Background: an optimization exercise with open tools, aiming at small area. Do not read the settings as production practice. No functional check of the RTL was part of any run shown here. Power figures rest on the tool's default switching activity, not on a simulated workload.

===== design.v =====
package pid_pkg;
  localparam int DEF_DW   = 16;
  localparam int DEF_FRAC = 8;
  typedef enum logic [2:0] {
    ST_IDLE  = 3'd0,
    ST_ERR   = 3'd1,
    ST_MUL_P = 3'd2,
    ST_MUL_I = 3'd3,
    ST_MUL_D = 3'd4,
    ST_SUM   = 3'd5
  } state_t;
  typedef enum logic [1:0] {
    SAT_NONE = 2'b00,
    SAT_POS  = 2'b01,
    SAT_NEG  = 2'b10
  } sat_dir_t;
  function automatic logic [1:0] sat_dir(input logic sign_bit, input logic top_all_same);
    if (top_all_same) begin
      sat_dir = pid_pkg::SAT_NONE;
    end else if (sign_bit) begin
      sat_dir = pid_pkg::SAT_NEG;
    end else begin
      sat_dir = pid_pkg::SAT_POS;
    end
  endfunction
endpackage
module pid_sat #(
  parameter int IN_W  = 17,
  parameter int OUT_W = 16
) (
  input  logic signed [IN_W-1:0]  din,
  output logic signed [OUT_W-1:0] dout
);
  logic [IN_W-OUT_W:0] top;
  logic                top_same;
  always_comb begin
    top      = din[IN_W-1:OUT_W-1];
    top_same = (&top) | ~(|top);
    if (top_same) dout = din[OUT_W-1:0];
    else          dout = {din[IN_W-1], {(OUT_W-1){~din[IN_W-1]}}};
  end
endmodule
module pid_fa (
  input  logic a,
  input  logic b,
  input  logic c,
  output logic s,
  output logic co
);
  assign s  = a ^ b ^ c;
  assign co = (a & b) | (a & c) | (b & c);
endmodule
module pid_ha (
  input  logic a,
  input  logic b,
  output logic s,
  output logic co
);
  assign s  = a ^ b;
  assign co = a & b;
endmodule
module pid_controller_param #(
  parameter int DW   = pid_pkg::DEF_DW,
  parameter int FRAC = pid_pkg::DEF_FRAC,
  parameter int ACCW = 2*DW+4
) (
  input  logic                 clk,
  input  logic                 rst,
  input  logic                 en,
  input  logic                 clear,
  input  logic signed [DW-1:0] setpoint,
  input  logic signed [DW-1:0] feedback,
  input  logic signed [DW-1:0] kp,
  input  logic signed [DW-1:0] ki,
  input  logic signed [DW-1:0] kd,
  input  logic [ACCW-2:0]      int_limit,
  input  logic [15:0]          clk_times,
  output logic signed [DW-1:0] control_signal,
  output logic                 valid,
  output logic                 busy,
  output logic                 overrun
);
  logic [2:0]       st_q;
  logic [15:0]      cnt_q;
  logic [15:0]      e_q;       
  logic [15:0]      pe_q;      
  logic             pe_v;      
  logic [35:0]      acc_q;     
  logic             acc_c;     
  logic             acc_v;     
  logic [32:0]      t_q;       
  logic [15:0]      ctrl_q;
  logic             valid_q, overrun_q;
  logic s_idle, s_p, s_i, s_d, s_sum, tick;
  assign s_idle = ~st_q[2] & ~st_q[0];
  assign s_p    = st_q[1] & ~st_q[2];
  assign s_i    = st_q[2] & st_q[0];
  assign s_d    = st_q[1] & ~st_q[0];
  assign s_sum  = st_q[2] & ~st_q[1];
  logic [15:0] err_sat, de_sat;
  pid_sub u_sub_err (.a(setpoint), .b(feedback), .d(err_sat));
  pid_sub u_sub_de  (.a(e_q),      .b(pe_q),     .d(de_sat));
  logic [15:0] cnt_inc;
  pid_inc u_inc (.a(cnt_q), .y(cnt_inc));
  assign tick = en && (cnt_q == clk_times);
  logic [127:0] pp;
  logic [7:0]   ppn, neg;
  pid_booth u_booth (.kp(kp), .ki(ki), .kd(kd), .sel_p(~s_i & ~s_d & ~s_sum), .sel_i(s_i),
                     .sel_d(s_d), .e(e_q), .pp(pp), .ppn(ppn), .neg(neg));
  logic        xen, yen, xc;
  logic [35:0] xa;
  logic [32:0] yt;
  assign xen = (s_i | s_sum) & acc_v;
  assign yen = s_d | s_sum;
  assign xa  = acc_q & {36{xen}};
  assign xc  = acc_c & xen;
  assign yt  = t_q & {33{yen}};
  logic [36:0] ra, rb, sum;
  logic        clamp, csgn;
  pid_tree u_tree (.pp(pp), .ppn(ppn), .neg(neg), .xa(xa), .xc(xc), .yt(yt), .ra(ra), .rb(rb));
  pid_cpa  u_cpa  (.a(ra), .b(rb), .s(sum));
  pid_cmp  u_cmp  (.s(sum), .lim(int_limit), .clamp(clamp));
  assign csgn = sum[36];
  logic [15:0] out_sat;
  pid_sat #(.IN_W(28), .OUT_W(16)) u_sat_out (.din(sum[35:8]), .dout(out_sat));
  always_ff @(posedge clk or posedge rst) begin
    if (rst) begin
      st_q      <= 3'b000;
      cnt_q     <= '0;
      pe_v      <= 1'b0;
      acc_v     <= 1'b0;
      ctrl_q    <= '0;
      valid_q   <= 1'b0;
      overrun_q <= 1'b0;
    end else begin
      cnt_q     <= (!en || tick) ? 16'd0 : cnt_inc;
      valid_q   <= s_sum;
      overrun_q <= tick && !s_idle;
      if (s_idle) begin
        if (tick) st_q <= 3'b001;
      end else begin
        st_q <= {st_q[1:0], ~st_q[2]};
      end
      if (s_i) pe_v <= 1'b1;
      else if (clear) pe_v <= 1'b0;
      if (clear) acc_v <= 1'b0;
      else if (s_i) acc_v <= 1'b1;
      if (s_sum) ctrl_q <= out_sat;
    end
  end
  always_ff @(posedge clk) begin
    if (s_idle && tick) e_q <= err_sat;
    else if (s_i && !clear && pe_v) e_q <= de_sat;
    if (s_i) pe_q <= e_q;
    if (s_i) begin
      if (clamp) begin
        acc_q <= {csgn, int_limit ^ {35{csgn}}};
        acc_c <= csgn;
      end else begin
        acc_q <= sum[35:0];
        acc_c <= 1'b0;
      end
    end
    if (s_p || s_d) t_q <= sum[32:0];
  end
  assign control_signal = ctrl_q;
  assign valid          = valid_q;
  assign busy           = ~s_idle;
  assign overrun        = overrun_q;
endmodule
module pid_sub (
  input  logic [15:0] a,
  input  logic [15:0] b,
  output logic [15:0] d
);
  logic [16:0] r;
  logic [16:0] c;
  logic        c_unused;
  assign r[0] = a[0] ^ b[0];
  assign c[1] = a[0] | ~b[0];
  genvar k;
  generate
    for (k = 1; k < 16; k++) begin : g_bit
      pid_fa u_fa (.a(a[k]), .b(~b[k]), .c(c[k]), .s(r[k]), .co(c[k+1]));
    end
  endgenerate
  pid_fa u_top (.a(a[15]), .b(~b[15]), .c(c[16]), .s(r[16]), .co(c_unused));
  pid_sat #(.IN_W(17), .OUT_W(16)) u_sat (.din(r), .dout(d));
endmodule
module pid_inc (
  input  logic [15:0] a,
  output logic [15:0] y
);
  logic [16:0] c;
  assign y[0] = ~a[0];
  assign c[1] = a[0];
  genvar k;
  generate
    for (k = 1; k < 16; k++) begin : g_bit
      pid_ha u_ha (.a(a[k]), .b(c[k]), .s(y[k]), .co(c[k+1]));
    end
  endgenerate
endmodule
module pid_booth (
  input  logic [15:0]  kp,
  input  logic [15:0]  ki,
  input  logic [15:0]  kd,
  input  logic         sel_p,
  input  logic         sel_i,
  input  logic         sel_d,
  input  logic [15:0]  e,
  output logic [127:0] pp,
  output logic [7:0]   ppn,
  output logic [7:0]   neg
);
  logic [15:0] g;
  logic [16:0] ge;
  assign g  = (kp & {16{sel_p}}) | (ki & {16{sel_i}}) | (kd & {16{sel_d}});
  assign ge = {g, 1'b0};
  genvar i, j;
  generate
    for (i = 0; i < 8; i++) begin : g_row
      logic b2, b1, b0, one, two;
      assign b2 = e[2*i+1];
      assign b1 = e[2*i];
      if (i == 0) begin : g_lsb
        assign b0 = 1'b0;
      end else begin : g_mid
        assign b0 = e[2*i-1];
      end
      assign one    = b1 ^ b0;
      assign two    = (b2 & ~b1 & ~b0) | (~b2 & b1 & b0);
      assign neg[i] = b2;
      for (j = 0; j < 16; j++) begin : g_pp
        pid_ppbit u_pp (.g1(g[j]), .g0(ge[j]), .one(one), .two(two), .neg(b2), .pp(pp[16*i+j]));
      end
      assign ppn[i] = ~((g[15] & (one | two)) ^ b2);
    end
  endgenerate
endmodule
module pid_ppbit (
  input  logic g1,
  input  logic g0,
  input  logic one,
  input  logic two,
  input  logic neg,
  output logic pp
);
  assign pp = ((g1 & one) | (g0 & two)) ^ neg;
endmodule
module pid_tree (
  input  logic [127:0] pp,
  input  logic [7:0]   ppn,
  input  logic [7:0]   neg,
  input  logic [35:0]  xa,
  input  logic         xc,
  input  logic [32:0]  yt,
  output logic [36:0]  ra,
  output logic [36:0]  rb
);
  logic s1, c2;
  pid_ha u_s1 (.a(neg[6]), .b(xa[12]), .s(s1), .co(c2));
  logic s3, c4;
  pid_ha u_s3 (.a(xa[13]), .b(yt[13]), .s(s3), .co(c4));
  logic s5, c6;
  pid_fa u_s5 (.a(neg[7]), .b(xa[14]), .c(yt[14]), .s(s5), .co(c6));
  logic s7, c8;
  pid_ha u_s7 (.a(pp[14]), .b(pp[28]), .s(s7), .co(c8));
  logic s9, c10;
  pid_fa u_s9 (.a(xa[15]), .b(yt[15]), .c(pp[15]), .s(s9), .co(c10));
  logic s11, c12;
  pid_ha u_s11 (.a(pp[29]), .b(pp[43]), .s(s11), .co(c12));
  logic s13, c14;
  assign s13 = ~(xa[16] ^ yt[16]);
  assign c14 = xa[16] | yt[16];
  logic s15, c16;
  pid_fa u_s15 (.a(ppn[0]), .b(pp[30]), .c(pp[44]), .s(s15), .co(c16));
  logic s17, c18;
  assign s17 = ~(xa[17] ^ yt[17]);
  assign c18 = xa[17] | yt[17];
  logic s19, c20;
  pid_ha u_s19 (.a(pp[31]), .b(pp[45]), .s(s19), .co(c20));
  logic s21, c22;
  pid_fa u_s21 (.a(xa[18]), .b(yt[18]), .c(ppn[1]), .s(s21), .co(c22));
  logic s23;
  assign s23 = ~xa[19];
  logic s24, c25;
  pid_ha u_s24 (.a(neg[3]), .b(xa[6]), .s(s24), .co(c25));
  logic s26, c27;
  pid_ha u_s26 (.a(xa[7]), .b(yt[7]), .s(s26), .co(c27));
  logic s28, c29;
  pid_fa u_s28 (.a(neg[4]), .b(xa[8]), .c(yt[8]), .s(s28), .co(c29));
  logic s30, c31;
  pid_ha u_s30 (.a(pp[8]), .b(pp[22]), .s(s30), .co(c31));
  logic s32, c33;
  pid_fa u_s32 (.a(xa[9]), .b(yt[9]), .c(pp[9]), .s(s32), .co(c33));
  logic s34, c35;
  pid_ha u_s34 (.a(pp[23]), .b(pp[37]), .s(s34), .co(c35));
  logic s36, c37;
  pid_fa u_s36 (.a(neg[5]), .b(xa[10]), .c(yt[10]), .s(s36), .co(c37));
  logic s38, c39;
  pid_fa u_s38 (.a(pp[10]), .b(pp[24]), .c(pp[38]), .s(s38), .co(c39));
  logic s40, c41;
  pid_ha u_s40 (.a(pp[52]), .b(pp[66]), .s(s40), .co(c41));
  logic s42, c43;
  pid_fa u_s42 (.a(xa[11]), .b(yt[11]), .c(pp[11]), .s(s42), .co(c43));
  logic s44, c45;
  pid_fa u_s44 (.a(pp[25]), .b(pp[39]), .c(pp[53]), .s(s44), .co(c45));
  logic s46, c47;
  pid_ha u_s46 (.a(pp[67]), .b(pp[81]), .s(s46), .co(c47));
  logic s48, c49;
  pid_fa u_s48 (.a(yt[12]), .b(s1), .c(pp[12]), .s(s48), .co(c49));
  logic s50, c51;
  pid_fa u_s50 (.a(pp[26]), .b(pp[40]), .c(pp[54]), .s(s50), .co(c51));
  logic s52, c53;
  pid_fa u_s52 (.a(pp[68]), .b(pp[82]), .c(pp[96]), .s(s52), .co(c53));
  logic s54, c55;
  pid_fa u_s54 (.a(c2), .b(s3), .c(pp[13]), .s(s54), .co(c55));
  logic s56, c57;
  pid_fa u_s56 (.a(pp[27]), .b(pp[41]), .c(pp[55]), .s(s56), .co(c57));
  logic s58, c59;
  pid_fa u_s58 (.a(pp[69]), .b(pp[83]), .c(pp[97]), .s(s58), .co(c59));
  logic s60, c61;
  pid_fa u_s60 (.a(c4), .b(s5), .c(pp[42]), .s(s60), .co(c61));
  logic s62, c63;
  pid_fa u_s62 (.a(pp[56]), .b(pp[70]), .c(pp[84]), .s(s62), .co(c63));
  logic s64, c65;
  pid_fa u_s64 (.a(pp[98]), .b(pp[112]), .c(s7), .s(s64), .co(c65));
  logic s66, c67;
  pid_fa u_s66 (.a(c6), .b(pp[57]), .c(pp[71]), .s(s66), .co(c67));
  logic s68, c69;
  pid_fa u_s68 (.a(pp[85]), .b(pp[99]), .c(pp[113]), .s(s68), .co(c69));
  logic s70, c71;
  pid_fa u_s70 (.a(c8), .b(s11), .c(s9), .s(s70), .co(c71));
  logic s72, c73;
  pid_fa u_s72 (.a(s13), .b(pp[58]), .c(pp[72]), .s(s72), .co(c73));
  logic s74, c75;
  pid_fa u_s74 (.a(pp[86]), .b(pp[100]), .c(pp[114]), .s(s74), .co(c75));
  logic s76, c77;
  pid_fa u_s76 (.a(c12), .b(c10), .c(s15), .s(s76), .co(c77));
  logic s78, c79;
  pid_fa u_s78 (.a(c14), .b(s17), .c(pp[59]), .s(s78), .co(c79));
  logic s80, c81;
  pid_fa u_s80 (.a(pp[73]), .b(pp[87]), .c(pp[101]), .s(s80), .co(c81));
  logic s82, c83;
  pid_fa u_s82 (.a(pp[115]), .b(s19), .c(c16), .s(s82), .co(c83));
  logic s84, c85;
  pid_fa u_s84 (.a(c18), .b(pp[46]), .c(pp[60]), .s(s84), .co(c85));
  logic s86, c87;
  pid_fa u_s86 (.a(pp[74]), .b(pp[88]), .c(pp[102]), .s(s86), .co(c87));
  logic s88, c89;
  pid_fa u_s88 (.a(pp[116]), .b(c20), .c(s21), .s(s88), .co(c89));
  logic s90, c91;
  pid_fa u_s90 (.a(yt[19]), .b(s23), .c(pp[47]), .s(s90), .co(c91));
  logic s92, c93;
  pid_fa u_s92 (.a(pp[61]), .b(pp[75]), .c(pp[89]), .s(s92), .co(c93));
  logic s94, c95;
  pid_fa u_s94 (.a(pp[103]), .b(pp[117]), .c(c22), .s(s94), .co(c95));
  logic s96, c97;
  pid_fa u_s96 (.a(xa[20]), .b(yt[20]), .c(xa[19]), .s(s96), .co(c97));
  logic s98, c99;
  pid_fa u_s98 (.a(ppn[2]), .b(pp[62]), .c(pp[76]), .s(s98), .co(c99));
  logic s100, c101;
  pid_fa u_s100 (.a(pp[90]), .b(pp[104]), .c(pp[118]), .s(s100), .co(c101));
  logic s102, c103;
  assign s102 = ~(xa[21] ^ yt[21]);
  assign c103 = xa[21] | yt[21];
  logic s104, c105;
  pid_fa u_s104 (.a(pp[63]), .b(pp[77]), .c(pp[91]), .s(s104), .co(c105));
  logic s106, c107;
  pid_ha u_s106 (.a(pp[105]), .b(pp[119]), .s(s106), .co(c107));
  logic s108, c109;
  pid_fa u_s108 (.a(xa[22]), .b(yt[22]), .c(ppn[3]), .s(s108), .co(c109));
  logic s110, c111;
  pid_fa u_s110 (.a(pp[78]), .b(pp[92]), .c(pp[106]), .s(s110), .co(c111));
  logic s112, c113;
  assign s112 = ~(xa[23] ^ yt[23]);
  assign c113 = xa[23] | yt[23];
  logic s114, c115;
  pid_ha u_s114 (.a(pp[79]), .b(pp[93]), .s(s114), .co(c115));
  logic s116, c117;
  pid_fa u_s116 (.a(xa[24]), .b(yt[24]), .c(ppn[4]), .s(s116), .co(c117));
  logic s118;
  assign s118 = ~xa[25];
  logic s119, c120;
  pid_ha u_s119 (.a(neg[0]), .b(xa[0]), .s(s119), .co(c120));
  logic s121, c122;
  pid_ha u_s121 (.a(neg[1]), .b(xa[2]), .s(s121), .co(c122));
  logic s123, c124;
  pid_ha u_s123 (.a(xa[3]), .b(yt[3]), .s(s123), .co(c124));
  logic s125, c126;
  pid_fa u_s125 (.a(neg[2]), .b(xa[4]), .c(yt[4]), .s(s125), .co(c126));
  logic s127, c128;
  pid_ha u_s127 (.a(pp[4]), .b(pp[18]), .s(s127), .co(c128));
  logic s129, c130;
  pid_fa u_s129 (.a(xa[5]), .b(yt[5]), .c(pp[5]), .s(s129), .co(c130));
  logic s131, c132;
  pid_ha u_s131 (.a(pp[19]), .b(pp[33]), .s(s131), .co(c132));
  logic s133, c134;
  pid_fa u_s133 (.a(yt[6]), .b(s24), .c(pp[6]), .s(s133), .co(c134));
  logic s135, c136;
  pid_fa u_s135 (.a(pp[20]), .b(pp[34]), .c(pp[48]), .s(s135), .co(c136));
  logic s137, c138;
  pid_fa u_s137 (.a(c25), .b(s26), .c(pp[7]), .s(s137), .co(c138));
  logic s139, c140;
  pid_fa u_s139 (.a(pp[21]), .b(pp[35]), .c(pp[49]), .s(s139), .co(c140));
  logic s141, c142;
  pid_fa u_s141 (.a(c27), .b(s28), .c(pp[36]), .s(s141), .co(c142));
  logic s143, c144;
  pid_fa u_s143 (.a(pp[50]), .b(pp[64]), .c(s30), .s(s143), .co(c144));
  logic s145, c146;
  pid_fa u_s145 (.a(c29), .b(pp[51]), .c(pp[65]), .s(s145), .co(c146));
  logic s147, c148;
  pid_fa u_s147 (.a(c31), .b(s34), .c(s32), .s(s147), .co(c148));
  logic s149, c150;
  pid_fa u_s149 (.a(s36), .b(pp[80]), .c(c35), .s(s149), .co(c150));
  logic s151, c152;
  pid_fa u_s151 (.a(s40), .b(c33), .c(s38), .s(s151), .co(c152));
  logic s153, c154;
  pid_fa u_s153 (.a(c37), .b(c41), .c(s46), .s(s153), .co(c154));
  logic s155, c156;
  pid_fa u_s155 (.a(c39), .b(s42), .c(s44), .s(s155), .co(c156));
  logic s157, c158;
  pid_fa u_s157 (.a(c47), .b(c43), .c(c45), .s(s157), .co(c158));
  logic s159, c160;
  pid_fa u_s159 (.a(s48), .b(s50), .c(s52), .s(s159), .co(c160));
  logic s161, c162;
  pid_fa u_s161 (.a(c49), .b(c51), .c(c53), .s(s161), .co(c162));
  logic s163, c164;
  pid_fa u_s163 (.a(s54), .b(s56), .c(s58), .s(s163), .co(c164));
  logic s165, c166;
  pid_fa u_s165 (.a(c55), .b(c57), .c(c59), .s(s165), .co(c166));
  logic s167, c168;
  pid_fa u_s167 (.a(s60), .b(s62), .c(s64), .s(s167), .co(c168));
  logic s169, c170;
  pid_fa u_s169 (.a(c61), .b(c63), .c(s66), .s(s169), .co(c170));
  logic s171, c172;
  pid_fa u_s171 (.a(s68), .b(c65), .c(s70), .s(s171), .co(c172));
  logic s173, c174;
  pid_fa u_s173 (.a(c67), .b(c69), .c(s72), .s(s173), .co(c174));
  logic s175, c176;
  pid_fa u_s175 (.a(s74), .b(c71), .c(s76), .s(s175), .co(c176));
  logic s177, c178;
  pid_fa u_s177 (.a(c73), .b(c75), .c(s78), .s(s177), .co(c178));
  logic s179, c180;
  pid_fa u_s179 (.a(s80), .b(c77), .c(s82), .s(s179), .co(c180));
  logic s181, c182;
  pid_fa u_s181 (.a(c79), .b(c81), .c(s84), .s(s181), .co(c182));
  logic s183, c184;
  pid_fa u_s183 (.a(s86), .b(c83), .c(s88), .s(s183), .co(c184));
  logic s185, c186;
  pid_fa u_s185 (.a(c85), .b(c87), .c(s90), .s(s185), .co(c186));
  logic s187, c188;
  pid_fa u_s187 (.a(s92), .b(c89), .c(s94), .s(s187), .co(c188));
  logic s189, c190;
  pid_fa u_s189 (.a(s96), .b(c91), .c(c93), .s(s189), .co(c190));
  logic s191, c192;
  pid_fa u_s191 (.a(s98), .b(s100), .c(c95), .s(s191), .co(c192));
  logic s193, c194;
  pid_fa u_s193 (.a(s102), .b(c97), .c(s106), .s(s193), .co(c194));
  logic s195, c196;
  pid_fa u_s195 (.a(c99), .b(c101), .c(s104), .s(s195), .co(c196));
  logic s197, c198;
  pid_fa u_s197 (.a(c103), .b(pp[120]), .c(c107), .s(s197), .co(c198));
  logic s199, c200;
  pid_fa u_s199 (.a(c105), .b(s108), .c(s110), .s(s199), .co(c200));
  logic s201, c202;
  pid_fa u_s201 (.a(s112), .b(pp[107]), .c(pp[121]), .s(s201), .co(c202));
  logic s203, c204;
  pid_fa u_s203 (.a(s114), .b(c109), .c(c111), .s(s203), .co(c204));
  logic s205, c206;
  pid_fa u_s205 (.a(c113), .b(pp[94]), .c(pp[108]), .s(s205), .co(c206));
  logic s207, c208;
  pid_fa u_s207 (.a(pp[122]), .b(c115), .c(s116), .s(s207), .co(c208));
  logic s209, c210;
  pid_fa u_s209 (.a(yt[25]), .b(s118), .c(pp[95]), .s(s209), .co(c210));
  logic s211, c212;
  pid_fa u_s211 (.a(pp[109]), .b(pp[123]), .c(c117), .s(s211), .co(c212));
  logic s213, c214;
  pid_fa u_s213 (.a(xa[26]), .b(yt[26]), .c(xa[25]), .s(s213), .co(c214));
  logic s215, c216;
  pid_fa u_s215 (.a(ppn[5]), .b(pp[110]), .c(pp[124]), .s(s215), .co(c216));
  logic s217, c218;
  assign s217 = ~(xa[27] ^ yt[27]);
  assign c218 = xa[27] | yt[27];
  logic s219, c220;
  pid_ha u_s219 (.a(pp[111]), .b(pp[125]), .s(s219), .co(c220));
  logic s221, c222;
  pid_fa u_s221 (.a(xa[28]), .b(yt[28]), .c(ppn[6]), .s(s221), .co(c222));
  logic s223;
  assign s223 = ~xa[29];
  logic s224, c225;
  pid_ha u_s224 (.a(xc), .b(yt[0]), .s(s224), .co(c225));
  logic s226, c227;
  pid_fa u_s226 (.a(xa[1]), .b(yt[1]), .c(c120), .s(s226), .co(c227));
  logic s228, c229;
  pid_fa u_s228 (.a(yt[2]), .b(s121), .c(pp[2]), .s(s228), .co(c229));
  logic s230, c231;
  pid_fa u_s230 (.a(c122), .b(s123), .c(pp[3]), .s(s230), .co(c231));
  logic s232, c233;
  pid_fa u_s232 (.a(c124), .b(s125), .c(pp[32]), .s(s232), .co(c233));
  logic s234, c235;
  pid_fa u_s234 (.a(c126), .b(c128), .c(s131), .s(s234), .co(c235));
  logic s236, c237;
  pid_fa u_s236 (.a(c132), .b(c130), .c(s133), .s(s236), .co(c237));
  logic s238, c239;
  pid_fa u_s238 (.a(c134), .b(c136), .c(s137), .s(s238), .co(c239));
  logic s240, c241;
  pid_fa u_s240 (.a(c138), .b(c140), .c(s141), .s(s240), .co(c241));
  logic s242, c243;
  pid_fa u_s242 (.a(c142), .b(s145), .c(c144), .s(s242), .co(c243));
  logic s244, c245;
  pid_fa u_s244 (.a(c146), .b(s149), .c(c148), .s(s244), .co(c245));
  logic s246, c247;
  pid_fa u_s246 (.a(c150), .b(s153), .c(c152), .s(s246), .co(c247));
  logic s248, c249;
  pid_fa u_s248 (.a(c154), .b(c156), .c(s157), .s(s248), .co(c249));
  logic s250, c251;
  pid_fa u_s250 (.a(c158), .b(c160), .c(s161), .s(s250), .co(c251));
  logic s252, c253;
  pid_fa u_s252 (.a(c162), .b(c164), .c(s165), .s(s252), .co(c253));
  logic s254, c255;
  pid_fa u_s254 (.a(c166), .b(s169), .c(c168), .s(s254), .co(c255));
  logic s256, c257;
  pid_fa u_s256 (.a(c170), .b(s173), .c(c172), .s(s256), .co(c257));
  logic s258, c259;
  pid_fa u_s258 (.a(c174), .b(s177), .c(c176), .s(s258), .co(c259));
  logic s260, c261;
  pid_fa u_s260 (.a(c178), .b(s181), .c(c180), .s(s260), .co(c261));
  logic s262, c263;
  pid_fa u_s262 (.a(c182), .b(s185), .c(c184), .s(s262), .co(c263));
  logic s264, c265;
  pid_fa u_s264 (.a(c186), .b(s189), .c(c188), .s(s264), .co(c265));
  logic s266, c267;
  pid_fa u_s266 (.a(s193), .b(c190), .c(s195), .s(s266), .co(c267));
  logic s268, c269;
  pid_fa u_s268 (.a(c194), .b(s197), .c(c196), .s(s268), .co(c269));
  logic s270, c271;
  pid_fa u_s270 (.a(s201), .b(c198), .c(c200), .s(s270), .co(c271));
  logic s272, c273;
  pid_fa u_s272 (.a(c202), .b(s205), .c(c204), .s(s272), .co(c273));
  logic s274, c275;
  pid_fa u_s274 (.a(c206), .b(s209), .c(c208), .s(s274), .co(c275));
  logic s276, c277;
  pid_fa u_s276 (.a(s213), .b(c210), .c(s215), .s(s276), .co(c277));
  logic s278, c279;
  pid_fa u_s278 (.a(s217), .b(c214), .c(s219), .s(s278), .co(c279));
  logic s280, c281;
  pid_fa u_s280 (.a(c218), .b(pp[126]), .c(c220), .s(s280), .co(c281));
  logic s282, c283;
  pid_fa u_s282 (.a(yt[29]), .b(s223), .c(pp[127]), .s(s282), .co(c283));
  logic s284, c285;
  pid_fa u_s284 (.a(xa[30]), .b(yt[30]), .c(xa[29]), .s(s284), .co(c285));
  logic s286;
  assign s286 = ~xa[31];
  logic s287, c288;
  pid_ha u_s287 (.a(s224), .b(s119), .s(s287), .co(c288));
  logic s289, c290;
  pid_fa u_s289 (.a(c225), .b(s226), .c(pp[1]), .s(s289), .co(c290));
  logic s291, c292;
  pid_fa u_s291 (.a(c227), .b(pp[16]), .c(s228), .s(s291), .co(c292));
  logic s293, c294;
  pid_fa u_s293 (.a(pp[17]), .b(c229), .c(s230), .s(s293), .co(c294));
  logic s295, c296;
  pid_fa u_s295 (.a(s127), .b(c231), .c(s232), .s(s295), .co(c296));
  logic s297, c298;
  pid_fa u_s297 (.a(c233), .b(s129), .c(s234), .s(s297), .co(c298));
  logic s299, c300;
  pid_fa u_s299 (.a(s135), .b(c235), .c(s236), .s(s299), .co(c300));
  logic s301, c302;
  pid_fa u_s301 (.a(s139), .b(c237), .c(s238), .s(s301), .co(c302));
  logic s303, c304;
  pid_fa u_s303 (.a(s143), .b(c239), .c(s240), .s(s303), .co(c304));
  logic s305, c306;
  pid_fa u_s305 (.a(c241), .b(s147), .c(s242), .s(s305), .co(c306));
  logic s307, c308;
  pid_fa u_s307 (.a(s151), .b(c243), .c(s244), .s(s307), .co(c308));
  logic s309, c310;
  pid_fa u_s309 (.a(s155), .b(c245), .c(s246), .s(s309), .co(c310));
  logic s311, c312;
  pid_fa u_s311 (.a(s159), .b(c247), .c(s248), .s(s311), .co(c312));
  logic s313, c314;
  pid_fa u_s313 (.a(s163), .b(c249), .c(s250), .s(s313), .co(c314));
  logic s315, c316;
  pid_fa u_s315 (.a(s167), .b(c251), .c(s252), .s(s315), .co(c316));
  logic s317, c318;
  pid_fa u_s317 (.a(c253), .b(s171), .c(s254), .s(s317), .co(c318));
  logic s319, c320;
  pid_fa u_s319 (.a(s175), .b(c255), .c(s256), .s(s319), .co(c320));
  logic s321, c322;
  pid_fa u_s321 (.a(s179), .b(c257), .c(s258), .s(s321), .co(c322));
  logic s323, c324;
  pid_fa u_s323 (.a(s183), .b(c259), .c(s260), .s(s323), .co(c324));
  logic s325, c326;
  pid_fa u_s325 (.a(s187), .b(c261), .c(s262), .s(s325), .co(c326));
  logic s327, c328;
  pid_fa u_s327 (.a(s191), .b(c263), .c(s264), .s(s327), .co(c328));
  logic s329, c330;
  pid_fa u_s329 (.a(c192), .b(s266), .c(c265), .s(s329), .co(c330));
  logic s331, c332;
  pid_fa u_s331 (.a(s199), .b(c267), .c(s268), .s(s331), .co(c332));
  logic s333, c334;
  pid_fa u_s333 (.a(s203), .b(c269), .c(s270), .s(s333), .co(c334));
  logic s335, c336;
  pid_fa u_s335 (.a(s207), .b(c271), .c(s272), .s(s335), .co(c336));
  logic s337, c338;
  pid_fa u_s337 (.a(s211), .b(c273), .c(s274), .s(s337), .co(c338));
  logic s339, c340;
  pid_fa u_s339 (.a(c212), .b(s276), .c(c275), .s(s339), .co(c340));
  logic s341, c342;
  pid_fa u_s341 (.a(c216), .b(s278), .c(c277), .s(s341), .co(c342));
  logic s343, c344;
  pid_fa u_s343 (.a(s221), .b(c279), .c(s280), .s(s343), .co(c344));
  logic s345, c346;
  pid_fa u_s345 (.a(c222), .b(s282), .c(c281), .s(s345), .co(c346));
  logic s347, c348;
  pid_fa u_s347 (.a(s284), .b(ppn[7]), .c(c283), .s(s347), .co(c348));
  logic s349, c350;
  pid_fa u_s349 (.a(yt[31]), .b(s286), .c(c285), .s(s349), .co(c350));
  logic s351, c352;
  pid_fa u_s351 (.a(xa[32]), .b(~yt[32]), .c(xa[31]), .s(s351), .co(c352));
  logic s353;
  assign s353 = ~xa[33];
  logic s354;
  assign s354 = ~xa[34];
  assign ra = {1'b1, ~xa[35], xa[33], s353, s351, s349, s347, c344, s343, s341, c338, c336, c334, c332, s331, c328, c326, c324, c322, c320, c318, c316, c314, c312, c310, c308, c306, c304, c302, c300, c298, c296, c294, c292, c290, c288, s287};
  assign rb = {1'b0, xa[34], s354, c352, c350, c348, c346, s345, c342, c340, s339, s337, s335, s333, c330, s329, s327, s325, s323, s321, s319, s317, s315, s313, s311, s309, s307, s305, s303, s301, s299, s297, s295, s293, s291, s289, pp[0]};
endmodule
module pid_cpa (
  input  logic [36:0] a,
  input  logic [36:0] b,
  output logic [36:0] s
);
  logic [36:0] p, g;
  pid_ha u_pg0 (.a(a[0]), .b(b[0]), .s(p[0]), .co(g[0]));
  pid_ha u_pg1 (.a(a[1]), .b(b[1]), .s(p[1]), .co(g[1]));
  pid_ha u_pg2 (.a(a[2]), .b(b[2]), .s(p[2]), .co(g[2]));
  pid_ha u_pg3 (.a(a[3]), .b(b[3]), .s(p[3]), .co(g[3]));
  pid_ha u_pg4 (.a(a[4]), .b(b[4]), .s(p[4]), .co(g[4]));
  pid_ha u_pg5 (.a(a[5]), .b(b[5]), .s(p[5]), .co(g[5]));
  pid_ha u_pg6 (.a(a[6]), .b(b[6]), .s(p[6]), .co(g[6]));
  pid_ha u_pg7 (.a(a[7]), .b(b[7]), .s(p[7]), .co(g[7]));
  pid_ha u_pg8 (.a(a[8]), .b(b[8]), .s(p[8]), .co(g[8]));
  pid_ha u_pg9 (.a(a[9]), .b(b[9]), .s(p[9]), .co(g[9]));
  pid_ha u_pg10 (.a(a[10]), .b(b[10]), .s(p[10]), .co(g[10]));
  pid_ha u_pg11 (.a(a[11]), .b(b[11]), .s(p[11]), .co(g[11]));
  pid_ha u_pg12 (.a(a[12]), .b(b[12]), .s(p[12]), .co(g[12]));
  pid_ha u_pg13 (.a(a[13]), .b(b[13]), .s(p[13]), .co(g[13]));
  pid_ha u_pg14 (.a(a[14]), .b(b[14]), .s(p[14]), .co(g[14]));
  pid_ha u_pg15 (.a(a[15]), .b(b[15]), .s(p[15]), .co(g[15]));
  pid_ha u_pg16 (.a(a[16]), .b(b[16]), .s(p[16]), .co(g[16]));
  pid_ha u_pg17 (.a(a[17]), .b(b[17]), .s(p[17]), .co(g[17]));
  pid_ha u_pg18 (.a(a[18]), .b(b[18]), .s(p[18]), .co(g[18]));
  pid_ha u_pg19 (.a(a[19]), .b(b[19]), .s(p[19]), .co(g[19]));
  pid_ha u_pg20 (.a(a[20]), .b(b[20]), .s(p[20]), .co(g[20]));
  pid_ha u_pg21 (.a(a[21]), .b(b[21]), .s(p[21]), .co(g[21]));
  pid_ha u_pg22 (.a(a[22]), .b(b[22]), .s(p[22]), .co(g[22]));
  pid_ha u_pg23 (.a(a[23]), .b(b[23]), .s(p[23]), .co(g[23]));
  pid_ha u_pg24 (.a(a[24]), .b(b[24]), .s(p[24]), .co(g[24]));
  pid_ha u_pg25 (.a(a[25]), .b(b[25]), .s(p[25]), .co(g[25]));
  pid_ha u_pg26 (.a(a[26]), .b(b[26]), .s(p[26]), .co(g[26]));
  pid_ha u_pg27 (.a(a[27]), .b(b[27]), .s(p[27]), .co(g[27]));
  pid_ha u_pg28 (.a(a[28]), .b(b[28]), .s(p[28]), .co(g[28]));
  pid_ha u_pg29 (.a(a[29]), .b(b[29]), .s(p[29]), .co(g[29]));
  pid_ha u_pg30 (.a(a[30]), .b(b[30]), .s(p[30]), .co(g[30]));
  pid_ha u_pg31 (.a(a[31]), .b(b[31]), .s(p[31]), .co(g[31]));
  pid_ha u_pg32 (.a(a[32]), .b(b[32]), .s(p[32]), .co(g[32]));
  pid_ha u_pg33 (.a(a[33]), .b(b[33]), .s(p[33]), .co(g[33]));
  pid_ha u_pg34 (.a(a[34]), .b(b[34]), .s(p[34]), .co(g[34]));
  pid_ha u_pg35 (.a(a[35]), .b(b[35]), .s(p[35]), .co(g[35]));
  assign p[36] = a[36];
  assign g[36] = 1'b0;
  wire bg355 = g[1] | (p[1] & g[0]);
  wire bp356 = p[1] & p[0];
  wire bg357 = g[3] | (p[3] & g[2]);
  wire bp358 = p[3] & p[2];
  wire bg359 = g[5] | (p[5] & g[4]);
  wire bp360 = p[5] & p[4];
  wire bg361 = g[7] | (p[7] & g[6]);
  wire bp362 = p[7] & p[6];
  wire bg363 = g[9] | (p[9] & g[8]);
  wire bp364 = p[9] & p[8];
  wire bg365 = g[11] | (p[11] & g[10]);
  wire bp366 = p[11] & p[10];
  wire bg367 = g[13] | (p[13] & g[12]);
  wire bp368 = p[13] & p[12];
  wire bg369 = g[15] | (p[15] & g[14]);
  wire bp370 = p[15] & p[14];
  wire bg371 = g[17] | (p[17] & g[16]);
  wire bp372 = p[17] & p[16];
  wire bg373 = g[19] | (p[19] & g[18]);
  wire bp374 = p[19] & p[18];
  wire bg375 = g[21] | (p[21] & g[20]);
  wire bp376 = p[21] & p[20];
  wire bg377 = g[23] | (p[23] & g[22]);
  wire bp378 = p[23] & p[22];
  wire bg379 = g[25] | (p[25] & g[24]);
  wire bp380 = p[25] & p[24];
  wire bg381 = g[27] | (p[27] & g[26]);
  wire bp382 = p[27] & p[26];
  wire bg383 = g[29] | (p[29] & g[28]);
  wire bp384 = p[29] & p[28];
  wire bg385 = g[31] | (p[31] & g[30]);
  wire bp386 = p[31] & p[30];
  wire bg387 = g[33] | (p[33] & g[32]);
  wire bp388 = p[33] & p[32];
  wire bg389 = g[35] | (p[35] & g[34]);
  wire bp390 = p[35] & p[34];
  wire bg391 = bg357 | (bp358 & bg355);
  wire bp392 = bp358 & bp356;
  wire bg393 = bg361 | (bp362 & bg359);
  wire bp394 = bp362 & bp360;
  wire bg395 = bg365 | (bp366 & bg363);
  wire bp396 = bp366 & bp364;
  wire bg397 = bg369 | (bp370 & bg367);
  wire bp398 = bp370 & bp368;
  wire bg399 = bg373 | (bp374 & bg371);
  wire bp400 = bp374 & bp372;
  wire bg401 = bg377 | (bp378 & bg375);
  wire bp402 = bp378 & bp376;
  wire bg403 = bg381 | (bp382 & bg379);
  wire bp404 = bp382 & bp380;
  wire bg405 = bg385 | (bp386 & bg383);
  wire bp406 = bp386 & bp384;
  wire bg407 = bg389 | (bp390 & bg387);
  wire bp408 = bp390 & bp388;
  wire bg409 = bg393 | (bp394 & bg391);
  wire bp410 = bp394 & bp392;
  wire bg411 = bg397 | (bp398 & bg395);
  wire bp412 = bp398 & bp396;
  wire bg413 = bg401 | (bp402 & bg399);
  wire bp414 = bp402 & bp400;
  wire bg415 = bg405 | (bp406 & bg403);
  wire bp416 = bp406 & bp404;
  wire bg417 = bg411 | (bp412 & bg409);
  wire bp418 = bp412 & bp410;
  wire bg419 = bg415 | (bp416 & bg413);
  wire bp420 = bp416 & bp414;
  wire bg421 = bg419 | (bp420 & bg417);
  wire bp422 = bp420 & bp418;
  wire bg423 = bg413 | (bp414 & bg417);
  wire bp424 = bp414 & bp418;
  wire bg425 = bg395 | (bp396 & bg409);
  wire bp426 = bp396 & bp410;
  wire bg427 = bg399 | (bp400 & bg417);
  wire bp428 = bp400 & bp418;
  wire bg429 = bg403 | (bp404 & bg423);
  wire bp430 = bp404 & bp424;
  wire bg431 = bg407 | (bp408 & bg421);
  wire bp432 = bp408 & bp422;
  wire bg433 = bg359 | (bp360 & bg391);
  wire bp434 = bp360 & bp392;
  wire bg435 = bg363 | (bp364 & bg409);
  wire bp436 = bp364 & bp410;
  wire bg437 = bg367 | (bp368 & bg425);
  wire bp438 = bp368 & bp426;
  wire bg439 = bg371 | (bp372 & bg417);
  wire bp440 = bp372 & bp418;
  wire bg441 = bg375 | (bp376 & bg427);
  wire bp442 = bp376 & bp428;
  wire bg443 = bg379 | (bp380 & bg423);
  wire bp444 = bp380 & bp424;
  wire bg445 = bg383 | (bp384 & bg429);
  wire bp446 = bp384 & bp430;
  wire bg447 = bg387 | (bp388 & bg421);
  wire bp448 = bp388 & bp422;
  wire bg449 = g[2] | (p[2] & bg355);
  wire bp450 = p[2] & bp356;
  wire bg451 = g[4] | (p[4] & bg391);
  wire bp452 = p[4] & bp392;
  wire bg453 = g[6] | (p[6] & bg433);
  wire bp454 = p[6] & bp434;
  wire bg455 = g[8] | (p[8] & bg409);
  wire bp456 = p[8] & bp410;
  wire bg457 = g[10] | (p[10] & bg435);
  wire bp458 = p[10] & bp436;
  wire bg459 = g[12] | (p[12] & bg425);
  wire bp460 = p[12] & bp426;
  wire bg461 = g[14] | (p[14] & bg437);
  wire bp462 = p[14] & bp438;
  wire bg463 = g[16] | (p[16] & bg417);
  wire bp464 = p[16] & bp418;
  wire bg465 = g[18] | (p[18] & bg439);
  wire bp466 = p[18] & bp440;
  wire bg467 = g[20] | (p[20] & bg427);
  wire bp468 = p[20] & bp428;
  wire bg469 = g[22] | (p[22] & bg441);
  wire bp470 = p[22] & bp442;
  wire bg471 = g[24] | (p[24] & bg423);
  wire bp472 = p[24] & bp424;
  wire bg473 = g[26] | (p[26] & bg443);
  wire bp474 = p[26] & bp444;
  wire bg475 = g[28] | (p[28] & bg429);
  wire bp476 = p[28] & bp430;
  wire bg477 = g[30] | (p[30] & bg445);
  wire bp478 = p[30] & bp446;
  wire bg479 = g[32] | (p[32] & bg421);
  wire bp480 = p[32] & bp422;
  wire bg481 = g[34] | (p[34] & bg447);
  wire bp482 = p[34] & bp448;
  wire bg483 = g[36] | (p[36] & bg431);
  wire bp484 = p[36] & bp432;
  assign s[0] = p[0];
  assign s[1] = p[1] ^ g[0];
  assign s[2] = p[2] ^ bg355;
  assign s[3] = p[3] ^ bg449;
  assign s[4] = p[4] ^ bg391;
  assign s[5] = p[5] ^ bg451;
  assign s[6] = p[6] ^ bg433;
  assign s[7] = p[7] ^ bg453;
  assign s[8] = p[8] ^ bg409;
  assign s[9] = p[9] ^ bg455;
  assign s[10] = p[10] ^ bg435;
  assign s[11] = p[11] ^ bg457;
  assign s[12] = p[12] ^ bg425;
  assign s[13] = p[13] ^ bg459;
  assign s[14] = p[14] ^ bg437;
  assign s[15] = p[15] ^ bg461;
  assign s[16] = p[16] ^ bg417;
  assign s[17] = p[17] ^ bg463;
  assign s[18] = p[18] ^ bg439;
  assign s[19] = p[19] ^ bg465;
  assign s[20] = p[20] ^ bg427;
  assign s[21] = p[21] ^ bg467;
  assign s[22] = p[22] ^ bg441;
  assign s[23] = p[23] ^ bg469;
  assign s[24] = p[24] ^ bg423;
  assign s[25] = p[25] ^ bg471;
  assign s[26] = p[26] ^ bg443;
  assign s[27] = p[27] ^ bg473;
  assign s[28] = p[28] ^ bg429;
  assign s[29] = p[29] ^ bg475;
  assign s[30] = p[30] ^ bg445;
  assign s[31] = p[31] ^ bg477;
  assign s[32] = p[32] ^ bg421;
  assign s[33] = p[33] ^ bg479;
  assign s[34] = p[34] ^ bg447;
  assign s[35] = p[35] ^ bg481;
  assign s[36] = p[36] ^ bg431;
endmodule
module pid_cmp (
  input  logic [36:0] s,
  input  logic [34:0] lim,
  output logic clamp
);
  logic [35:0] m;
  assign m = s[35:0] ^ {36{s[36]}};
  wire kg0 = m[0] & ~lim[0];
  wire kp0 = m[0] | ~lim[0];
  wire kg1 = m[1] & ~lim[1];
  wire kp1 = m[1] | ~lim[1];
  wire kg2 = m[2] & ~lim[2];
  wire kp2 = m[2] | ~lim[2];
  wire kg3 = m[3] & ~lim[3];
  wire kp3 = m[3] | ~lim[3];
  wire kg4 = m[4] & ~lim[4];
  wire kp4 = m[4] | ~lim[4];
  wire kg5 = m[5] & ~lim[5];
  wire kp5 = m[5] | ~lim[5];
  wire kg6 = m[6] & ~lim[6];
  wire kp6 = m[6] | ~lim[6];
  wire kg7 = m[7] & ~lim[7];
  wire kp7 = m[7] | ~lim[7];
  wire kg8 = m[8] & ~lim[8];
  wire kp8 = m[8] | ~lim[8];
  wire kg9 = m[9] & ~lim[9];
  wire kp9 = m[9] | ~lim[9];
  wire kg10 = m[10] & ~lim[10];
  wire kp10 = m[10] | ~lim[10];
  wire kg11 = m[11] & ~lim[11];
  wire kp11 = m[11] | ~lim[11];
  wire kg12 = m[12] & ~lim[12];
  wire kp12 = m[12] | ~lim[12];
  wire kg13 = m[13] & ~lim[13];
  wire kp13 = m[13] | ~lim[13];
  wire kg14 = m[14] & ~lim[14];
  wire kp14 = m[14] | ~lim[14];
  wire kg15 = m[15] & ~lim[15];
  wire kp15 = m[15] | ~lim[15];
  wire kg16 = m[16] & ~lim[16];
  wire kp16 = m[16] | ~lim[16];
  wire kg17 = m[17] & ~lim[17];
  wire kp17 = m[17] | ~lim[17];
  wire kg18 = m[18] & ~lim[18];
  wire kp18 = m[18] | ~lim[18];
  wire kg19 = m[19] & ~lim[19];
  wire kp19 = m[19] | ~lim[19];
  wire kg20 = m[20] & ~lim[20];
  wire kp20 = m[20] | ~lim[20];
  wire kg21 = m[21] & ~lim[21];
  wire kp21 = m[21] | ~lim[21];
  wire kg22 = m[22] & ~lim[22];
  wire kp22 = m[22] | ~lim[22];
  wire kg23 = m[23] & ~lim[23];
  wire kp23 = m[23] | ~lim[23];
  wire kg24 = m[24] & ~lim[24];
  wire kp24 = m[24] | ~lim[24];
  wire kg25 = m[25] & ~lim[25];
  wire kp25 = m[25] | ~lim[25];
  wire kg26 = m[26] & ~lim[26];
  wire kp26 = m[26] | ~lim[26];
  wire kg27 = m[27] & ~lim[27];
  wire kp27 = m[27] | ~lim[27];
  wire kg28 = m[28] & ~lim[28];
  wire kp28 = m[28] | ~lim[28];
  wire kg29 = m[29] & ~lim[29];
  wire kp29 = m[29] | ~lim[29];
  wire kg30 = m[30] & ~lim[30];
  wire kp30 = m[30] | ~lim[30];
  wire kg31 = m[31] & ~lim[31];
  wire kp31 = m[31] | ~lim[31];
  wire kg32 = m[32] & ~lim[32];
  wire kp32 = m[32] | ~lim[32];
  wire kg33 = m[33] & ~lim[33];
  wire kp33 = m[33] | ~lim[33];
  wire kg34 = m[34] & ~lim[34];
  wire kp34 = m[34] | ~lim[34];
  wire kg485 = kg0 | (kp0 & s[36]);
  wire kp486 = kp0 & 1'b1;
  wire kg487 = kg2 | (kp2 & kg1);
  wire kp488 = kp2 & kp1;
  wire kg489 = kg4 | (kp4 & kg3);
  wire kp490 = kp4 & kp3;
  wire kg491 = kg6 | (kp6 & kg5);
  wire kp492 = kp6 & kp5;
  wire kg493 = kg8 | (kp8 & kg7);
  wire kp494 = kp8 & kp7;
  wire kg495 = kg10 | (kp10 & kg9);
  wire kp496 = kp10 & kp9;
  wire kg497 = kg12 | (kp12 & kg11);
  wire kp498 = kp12 & kp11;
  wire kg499 = kg14 | (kp14 & kg13);
  wire kp500 = kp14 & kp13;
  wire kg501 = kg16 | (kp16 & kg15);
  wire kp502 = kp16 & kp15;
  wire kg503 = kg18 | (kp18 & kg17);
  wire kp504 = kp18 & kp17;
  wire kg505 = kg20 | (kp20 & kg19);
  wire kp506 = kp20 & kp19;
  wire kg507 = kg22 | (kp22 & kg21);
  wire kp508 = kp22 & kp21;
  wire kg509 = kg24 | (kp24 & kg23);
  wire kp510 = kp24 & kp23;
  wire kg511 = kg26 | (kp26 & kg25);
  wire kp512 = kp26 & kp25;
  wire kg513 = kg28 | (kp28 & kg27);
  wire kp514 = kp28 & kp27;
  wire kg515 = kg30 | (kp30 & kg29);
  wire kp516 = kp30 & kp29;
  wire kg517 = kg32 | (kp32 & kg31);
  wire kp518 = kp32 & kp31;
  wire kg519 = kg34 | (kp34 & kg33);
  wire kp520 = kp34 & kp33;
  wire kg521 = kg487 | (kp488 & kg485);
  wire kp522 = kp488 & kp486;
  wire kg523 = kg491 | (kp492 & kg489);
  wire kp524 = kp492 & kp490;
  wire kg525 = kg495 | (kp496 & kg493);
  wire kp526 = kp496 & kp494;
  wire kg527 = kg499 | (kp500 & kg497);
  wire kp528 = kp500 & kp498;
  wire kg529 = kg503 | (kp504 & kg501);
  wire kp530 = kp504 & kp502;
  wire kg531 = kg507 | (kp508 & kg505);
  wire kp532 = kp508 & kp506;
  wire kg533 = kg511 | (kp512 & kg509);
  wire kp534 = kp512 & kp510;
  wire kg535 = kg515 | (kp516 & kg513);
  wire kp536 = kp516 & kp514;
  wire kg537 = kg519 | (kp520 & kg517);
  wire kp538 = kp520 & kp518;
  wire kg539 = kg523 | (kp524 & kg521);
  wire kp540 = kp524 & kp522;
  wire kg541 = kg527 | (kp528 & kg525);
  wire kp542 = kp528 & kp526;
  wire kg543 = kg531 | (kp532 & kg529);
  wire kp544 = kp532 & kp530;
  wire kg545 = kg535 | (kp536 & kg533);
  wire kp546 = kp536 & kp534;
  wire kg547 = m[35] | (1'b1 & kg537);
  wire kp548 = 1'b1 & kp538;
  wire kg549 = kg541 | (kp542 & kg539);
  wire kp550 = kp542 & kp540;
  wire kg551 = kg545 | (kp546 & kg543);
  wire kp552 = kp546 & kp544;
  wire kg553 = kg551 | (kp552 & kg549);
  wire kp554 = kp552 & kp550;
  wire kg555 = kg547 | (kp548 & kg553);
  wire kp556 = kp548 & kp554;
  assign clamp = kg555;
endmodule

===== flow/run.sh =====
#!/bin/bash
# Standard layout, with the smallest buffer on the ports and downsizing of
# non-critical gates after global routing.
set -euo pipefail
export BUFFER_PORTS_ARGS="-buffer_cell sky130_fd_sc_hd__buf_1"
export RECOVER_POWER=100
bash standard.sh > flow_standard.log 2>&1

===== standard.sh =====
#!/bin/bash
# synth_recipe.tcl (not shown) runs the flow's synth.tcl, then flattens the netlist and writes it again
# the make line also repeats each setting of config.mk as NAME=value (left out here)
make -C /OpenROAD-flow-scripts/flow DESIGN_CONFIG=/design/flow/config.mk WORK_HOME=/design/flow/orfs CLKGATE_MAP_FILE= SYNTH_SCRIPT=/design/flow/synth_recipe.tcl "${@:-finish}"

===== config.mk =====
export PLATFORM = sky130hd
export DESIGN_NAME = pid_controller_param
export DESIGN_NICKNAME = pid_controller_param
export VERILOG_FILES = /design/flow/design.v
export SDC_FILE = /design/flow/constraint.sdc
export NUM_CORES = 4
export LEC_CHECK = 0
export ABC_AREA = 0
export CAP_MARGIN = 20
export CORE_MARGIN = 2
export CORE_UTILIZATION = 40
export CTS_BUF_LIST = sky130_fd_sc_hd__clkbuf_8
export SLEW_MARGIN = 20
export SYNTH_HIERARCHICAL = 1

===== constraint.sdc =====
create_clock -name core_clock -period 13.5 [get_ports {clk}]
set_input_delay 2.7000 -clock core_clock [delete_from_list [all_inputs] [get_ports {clk}]]
set_output_delay 2.7000 -clock core_clock [all_outputs]
set_load 0.01 [all_outputs]

==> impl_metrics.toml, run 1 <==
[sta]
slew-limit-headroom_pct = -45.9
period_share_pct = 85.0
skew_ns = 0.0186
timing.hold.ws_ns = 0.518
slew_violations = 304
grt_setup_unrepaired = "false"
period_minus_slack_ns = 11.48
max_clock_freq_mhz = 87.1
tns_ns = 0
setup_ws_ns = 2.02
finalHoldViolCount = 0
finalSetupViolations = 0
tightest_slew_ns = 2.19

[critical_path]
crit_path_top_delay_cell = "clkbuf_2"
crit_fanout = 72
r2r_start = "st_q[0]"
worst-r2r-setup-slack_ns = 2.53
path_buf_inv = 5
critPathLaunchType = "primary input"
worstRegToRegCells = 31
critical_path.top_delay_family = "compound AO/OA/AOI/OAI gates"
crit_top_cell = "fa_1"
arrival_ns = 11.71
critical_path_class = "primary input to register"
crit_path_max_incr_delay_ns = 0.71
crit_path_end_kind = "register"
worst_r2r_endpoint = "acc_q[35]"
cp.required_ns = 13.73

[die]
core-area_sq_mm = 0.0440
die-area_sq_mm = 0.0461
rows = 77
die_h_um = 215
ios = 154
die_w_um = 215
start_util_pct = 40.3

[grt]
grtUsageMet2_pct = 29.6
grt_max_degree = 73
antenna_found_initial = 1
grt_use_met3_pct = 3.38
grt.overflow.total = 0
grt.total_usage_pct = 19.5
grt_pass1_vias = 12600
grt_pass1_wl_mm = 71.1
busiest_layer = "met2"
globalRouteMet1Util_pct = 29.2

[power_and_ir_drop]
p_leak_nw = 7.27
powerDensity_mw_per_mm2 = 120
vdd_drop_max_mv = 0.112
comb_power_share_pct = 58.7
swShare_pct = 45.7
power_mw = 2.25
p_int_mw = 1.22
pwr-share-seq_pct = 24.7
p_sw_mw = 1.03
clkPwrFrac_pct = 16.7

[placed_design]
numPortBuffers = 153
gp_congestion = 0.913
pre_cts_ws_ns = 2.26
dp_hpwl_mm = 33.9

[cts]
cts_buffer_depth = 2
clock-sinks = 141
h-tree-depth = 4
cts_tree = "done"
insertion_delay_ns = 0.48
cts_resized = 0
post_cts_buffers = 0
clkTransAtPathRegs_ns = 0.11
numCtsBuffers = 17
root_buffer = "clkbuf_8"
cts_hold_buf = 0

[final_layout]
fillers = 4245
multi_input_area_sq_mm = 0.0123
final_cell_mix = "xnor2_1 (201), fa_1 (180), buf_1 (153), inv_1 (132), a22oi_2 (121)"
final_common_cell = "xnor2_1"
layout-drive-gt1-share_pct = 12.6
ff_latch_area_sq_mm = 0.00404
fin_nets = 2143
area_delta_synth_final_pct = 5.76

[route]
route.detailed.drc = 0
wl_mm = 43.7
dr.pass1.iters = 5
drt-initial-drc-count = 972
routed_via_density = 5.35
drtAntennaViolNets = 0
wl_per_cell_um = 18.7
dr_total_vias = 12500

[synth]
syn_area_sq_mm = 0.0177
syn_avg_cell_area_sq_um = 10.8
synthCells = 1643
synth_warnings = 9

[run_status]
status = "failed layout checks"
violations = "max-capacitance violations, max-slew violations"

[worst_hold_path]
min_to = "ctrl_q[0]"
holdCritStartpoint = "ctrl_q[0]"
hold_depth = 1
hold_path.class = "register to register"

[job]
cap_violations = 11
==> power by group through the flow <==
stage / sequential, mW / combinational (mW) / clock (mW)
2_1_floorplan: 0.574 / 1.02 / 0
3_3_place_gp: 0.563 / 1.30 / 0
3_5_place_dp: 0.564 / 1.32 / 0
4_1_cts: 0.555 / 1.33 / 0.389
5_1_grt: 0.559 / 1.47 / 0.408
6_report: 0.556 / 1.32 / 0.375
==> worst reg2reg max path: cells and delay by family, from the launching register on <==
family / cells / cell delay [ns]
AND/OR/NAND/NOR: 3 / 1.22
AO/OA/AOI/OAI: 13 / 2.80
adder cells (fa/ha/maj): 6 / 2.73
multiplexers: 1 / 0.54
buffers and inverters: 6 / 2.73
XOR/XNOR: 2 / 0.34
flip-flops: 1 / 0.39
==> layer usage <==
metal / part of all wire, % / vias to the layer above
met1: 50 / 6223
met5: 0 / -
met2: 44 / 353
li1: - / 5870
met3: 5.7 / 24
met4: 0.80 / 0
==> flip-flops by register name (all words and copies together) (netlist names) <==
signal and flops:
overrun_q 1, acc_q 36, acc_c 1, cnt_q 16
ctrl_q 16, acc_v 1, t_q 33, e_q 16
valid_q 1, st_q 3, pe_q 16, pe_v 1
==> layout make-up <==
class,count,area share (%)
multi-input cells,1245,65.4
well taps,592,3.95
clock buffers,17,1.25
inverters,135,2.70
clock inverters,15,1.05
repair buffers,187,4.15
diodes,1,0.0133
flip-flops and latches,141,21.5
==> worst max path at each step <==
| stage | startpoint | to | slack (ns) | cells after the start |
|---|---|---|---|---|
| 4_1_cts | kp[12] | acc_q[35] | 2.80 | 27 |
| 2_1_floorplan | setpoint[0] | e_q[10] | 3.05 | 24 |
| 5_1_grt | kp[14] | acc_q[35] | 1.31 | 28 |
| 3_3_place_gp | kp[14] | acc_q[35] | 2.35 | 27 |
| 6_report | kp[14] | acc_q[35] | 2.02 | 28 |
| 3_5_place_dp | kp[12] | acc_q[35] | 2.26 | 27 |
==> per-stage QoR <==
| stage | std cells | util (%) | instance area, sq um |
|---|---|---|---|
| after detailed placement | 2300 | 42.1 | 18500 |
| after floorplan | 1650 | - | 17800 |
| after CTS | 2332 | 43.1 | 19000 |
| final | 2333 | 42.6 | 18800 |
| after global routing | 2333 | 42.6 | 18800 |
| after global placement | 2300 | 42.1 | 18500 |
==> inputs of run 2 (changes only) <==
--- a/design.v
+++ b/design.v
@@ -234,3 +234,3 @@
       for (j = 0; j < 16; j++) begin : g_pp
-        pid_ppbit u_pp (.g1(g[j]), .g0(ge[j]), .one(one), .two(two), .neg(b2), .pp(pp[16*i+j]));
+        assign pp[16*i+j] = ((g[j] & one) | (ge[j] & two)) ^ b2;
       end
@@ -240,12 +240,2 @@
 endmodule
-module pid_ppbit (
-  input  logic g1,
-  input  logic g0,
-  input  logic one,
-  input  logic two,
-  input  logic neg,
-  output logic pp
-);
-  assign pp = ((g1 & one) | (g0 & two)) ^ neg;
-endmodule
 module pid_tree (
==> flow/run.sh (replaced) <==
#!/bin/bash
# Standard synthesis, then the combinational logic re-mapped for area (registers,
# adder cells and tie cells untouched), then the standard layout with the
# smallest buffer on the ports. Each tool writes its log to a file here.
set -euo pipefail
export BUFFER_PORTS_ARGS="-buffer_cell sky130_fd_sc_hd__buf_1"
bash standard.sh synth > log_synth.log 2>&1
R=orfs/results/$FLOW_PLATFORM/pid_controller_param/base
LIB=$FLOW_HOME/platforms/$FLOW_PLATFORM/lib/sky130_fd_sc_hd__tt_025C_1v80.lib
cp $R/1_2_yosys.v std_netlist.v
KEEP=$(grep -oE "sky130_fd_sc_hd__(df|edf|sdf|dl|fa_|ha_|conb)[a-z0-9_]*" std_netlist.v | sort -u | tr '\n' ' ')
sed -e "s|@LIB@|$LIB|g" -e "s|@KEEP@|$KEEP|" -e "s|@TOP@|$FLOW_TOP|g" flow/remap.ys.in > remap.ys
yosys -l log_remap.log -s remap.ys > /dev/null
cp remap_netlist.v $R/1_2_yosys.v
rm -f $R/1_synth.odb $R/1_synth.sdc
bash standard.sh > log_flow.log 2>&1
==> flow/remap.abc (new file) <==
&get -n
&st
&dch
&nf -R 1000
&put
==> flow/remap.ys.in (new file) <==
# Re-map the combinational logic of the standard synthesis netlist for area.
# Registers, full/half adders and tie cells are kept as blackboxes, untouched.
read_liberty -ignore_miss_func -ignore_miss_dir @LIB@
read_verilog std_netlist.v
hierarchy -top @TOP@
blackbox @KEEP@
flatten
hierarchy -top @TOP@
opt_clean -purge
tee -o remap_pre.txt stat
abc -liberty @LIB@ -script flow/remap.abc -dont_use sky130_fd_sc_hd__lpflow_bleeder_1 -dont_use sky130_fd_sc_hd__lpflow_clkbufkapwr_1 -dont_use sky130_fd_sc_hd__lpflow_clkbufkapwr_16 -dont_use sky130_fd_sc_hd__lpflow_clkbufkapwr_2 -dont_use sky130_fd_sc_hd__lpflow_clkbufkapwr_4 -dont_use sky130_fd_sc_hd__lpflow_clkbufkapwr_8 -dont_use sky130_fd_sc_hd__lpflow_clkinvkapwr_1 -dont_use sky130_fd_sc_hd__lpflow_clkinvkapwr_16 -dont_use sky130_fd_sc_hd__lpflow_clkinvkapwr_2 -dont_use sky130_fd_sc_hd__lpflow_clkinvkapwr_4 -dont_use sky130_fd_sc_hd__lpflow_clkinvkapwr_8 -dont_use sky130_fd_sc_hd__lpflow_decapkapwr_12 -dont_use sky130_fd_sc_hd__lpflow_decapkapwr_3 -dont_use sky130_fd_sc_hd__lpflow_decapkapwr_4 -dont_use sky130_fd_sc_hd__lpflow_decapkapwr_6 -dont_use sky130_fd_sc_hd__lpflow_decapkapwr_8 -dont_use sky130_fd_sc_hd__lpflow_inputiso0n_1 -dont_use sky130_fd_sc_hd__lpflow_inputiso0p_1 -dont_use sky130_fd_sc_hd__lpflow_inputiso1n_1 -dont_use sky130_fd_sc_hd__lpflow_inputiso1p_1 -dont_use sky130_fd_sc_hd__lpflow_inputisolatch_1 -dont_use sky130_fd_sc_hd__lpflow_isobufsrc_1 -dont_use sky130_fd_sc_hd__lpflow_isobufsrc_16 -dont_use sky130_fd_sc_hd__lpflow_isobufsrc_2 -dont_use sky130_fd_sc_hd__lpflow_isobufsrc_4 -dont_use sky130_fd_sc_hd__lpflow_isobufsrc_8 -dont_use sky130_fd_sc_hd__lpflow_isobufsrckapwr_16 -dont_use sky130_fd_sc_hd__lpflow_lsbuf_lh_hl_isowell_tap_1 -dont_use sky130_fd_sc_hd__lpflow_lsbuf_lh_hl_isowell_tap_2 -dont_use sky130_fd_sc_hd__lpflow_lsbuf_lh_hl_isowell_tap_4 -dont_use sky130_fd_sc_hd__lpflow_lsbuf_lh_isowell_4 -dont_use sky130_fd_sc_hd__lpflow_lsbuf_lh_isowell_tap_1 -dont_use sky130_fd_sc_hd__lpflow_lsbuf_lh_isowell_tap_2 -dont_use sky130_fd_sc_hd__lpflow_lsbuf_lh_isowell_tap_4 -dont_use sky130_fd_sc_hd__probe_p_8 -dont_use sky130_fd_sc_hd__probec_p_8 
opt_clean -purge
hilomap -singleton -hicell sky130_fd_sc_hd__conb_1 HI -locell sky130_fd_sc_hd__conb_1 LO
rename -hide w:*.*
opt_clean -purge
tee -o remap_stat.txt stat -liberty @LIB@
write_verilog -noattr -nohex -nodec remap_netlist.v
--- a/config.mk
+++ b/config.mk
@@ -7,3 +7,3 @@
 export LEC_CHECK = 0
-export ABC_AREA = 0
+export ABC_AREA = 1
 export CAP_MARGIN = 20
==> impl_metrics.toml, run 2 <==
[final_layout]
post-route-util_pct = 46.1
top_register = "acc_q"
instances_no_fill = 2108
final_cell_mix = "fa_1 (180), buf_1 (153), xor2_1 (123), o22ai_1 (116), a21oi_1 (115)"
largest_register_ffs = 36
final_common_cell = "fa_1"
top_regs = "acc_q (36), t_q (33)"
area_delta_synth_final_pct = 13.5
stdcell_area_sq_mm = 0.0169
layout-drive-gt1-share_pct = 5.49
antennaDiodeCount = 0
fin_nets = 2043
fillers = 3432

[synth]
syn_area_sq_mm = 0.0149
synth_warnings = 9
syn_avg_cell_area_sq_um = 10.6
synthCells = 1410

[die]
ios = 154
core-area_sq_mm = 0.0367
rows = 70
die_h_um = 197
start_util_pct = 40.6
die_w_um = 197
die-area_sq_mm = 0.0388

[sta]
max_clock_freq_mhz = 86.5
setup_ws_ns = 1.93
slew_violations = 0
slew-limit-headroom_pct = 25.5
period_share_pct = 85.7
finalSetupViolations = 0
tns_ns = 0
period_minus_slack_ns = 11.57
grt_setup_unrepaired = "false"
finalHoldViolCount = 0
tightest_slew_ns = 1.12
skew_ns = 0.0152
timing.hold.ws_ns = 0.507

[critical_path]
cp.required_ns = 13.72
arrival_ns = 11.78
crit_fanout = 69
crit_path_max_incr_delay_ns = 0.68
critPathLaunchType = "primary input"
crit_path_end_kind = "register"
critical_path_class = "primary input to register"
crit_top_cell = "fa_1"
crit_path_top_delay_cell = "a2111oi_0"

[placed_design]
dp_hpwl_mm = 31.3
pre_cts_ws_ns = 1.44
dp.cells = 2076
numPortBuffers = 153
post_dp_cell_area_sq_mm = 0.0165
gp_congestion = 0.928

[cts]
numCtsBuffers = 17
clock-sinks = 141
root_buffer = "clkbuf_8"
post_cts_buffers = 0
cts_resized = 0
cts_buffer_depth = 2
cts_hold_buf = 0
clkTransAtPathRegs_ns = 0.10
cts_tree = "done"
insertion_delay_ns = 0.50
h-tree-depth = 4

[route]
dr_total_vias = 11800
wl_per_cell_um = 20.0
drtAntennaViolNets = 0
dr.pass1.iters = 5
wl_mm = 42.1
routed_via_density = 5.61
route.detailed.drc = 0
drt-initial-drc-count = 958

[power_and_ir_drop]
vdd_drop_max_mv = 0.0813
powerDensity_mw_per_mm2 = 129
p_leak_nw = 6.59
power_mw = 2.19

[grt]
grt_max_degree = 70
grt_pass1_wl_mm = 67.9
grt_pass1_vias = 12100
grt.overflow.total = 0
antenna_found_initial = 1
grt.total_usage_pct = 22.8

[worst_hold_path]
hold_path.class = "register to register"

[run_status]
status = "no timing/DRC/antenna violations"

[job]
cap_violations = 0
-- run 2: area by class of cell --
class	count	area, sq um	share of cell area (%)
clock inverter	15	195	1.15
timing repair buffer	198	912	5.39
inverter	64	240	1.42
tap	468	586	3.46
sequential	141	4040	23.9
clock buffer	17	234	1.38
multi-input combinational	1205	10700	63.3
-- run 2: routing by layer --
layer  track usage (%)  up-vias  wire length [um]
met3              5.45       65              3560
met2              35.6      526             19300
met1              31.7     5753             18400
li1                  -     5481                 -
met4              6.91        0               794
met5                 0        -                 0
-- run 2: critical path: cells and delay by family --
kind,cells,cell delay (ns)
xor gates and xnor gates,3,0.80
buffers and inverters,3,1.01
adders and majority gates,6,2.66
AOI/OAI and AO/OA,15,4.16
and+or+nand+nor,4,0.37
-- run 2: path summary, 6_finish.rpt --
path | slack (ns) | endpoint | start | cells after the start
setup reg to reg | 3.07 | acc_q[4] | st_q[2] | 34
min in group asynchronous | 2.28 | ctrl_q[15] | rst | 3
hold / removal | 0.51 | acc_v | acc_v | 2
hold reg to reg | 0.51 | acc_v | acc_v | 2
setup / recovery | 1.93 | acc_q[4] | ki[14] | 31
max in group asynchronous | 10.85 | ctrl_q[0] | rst | 3
-- run 2: power breakdown --
group,switching [mW],internal (mW),total (mW)
clock network,0.215,0.159,0.374
logic,0.771,0.483,1.25
registers,0.0137,0.544,0.557

-- static timing again, ports no longer ideal --
Ports are ideal in the flow. The routed layouts listed here were re-timed in OpenROAD.
Step 1: set_driving_cell puts a clkbuf_16 on clk and a buf_2 on each other input, an assumption about the parent block.
Step 2, shift: input delay + t, output delay - t, t = (earliest + latest rising clock arrival at the registers) / 2. This alone moves slack from input paths to output paths.
a / b / c = no drivers / after step 1 / after step 2; a / b = the first two.
run	t (ns)	setup slack, ns	hold WS [ns]	cell pins on the clock port's net
run 1	0.528	2.022 / 2.056 / 1.528	0.518 / 0.518 / 0.518	1
run 2	0.542	1.935 / 1.959 / 1.418	0.507 / 0.507 / 0.507	1
For run 2, which loses most, drivers alone change the setup slack by +0.024 ns; drivers and shift together by -0.517 ns.
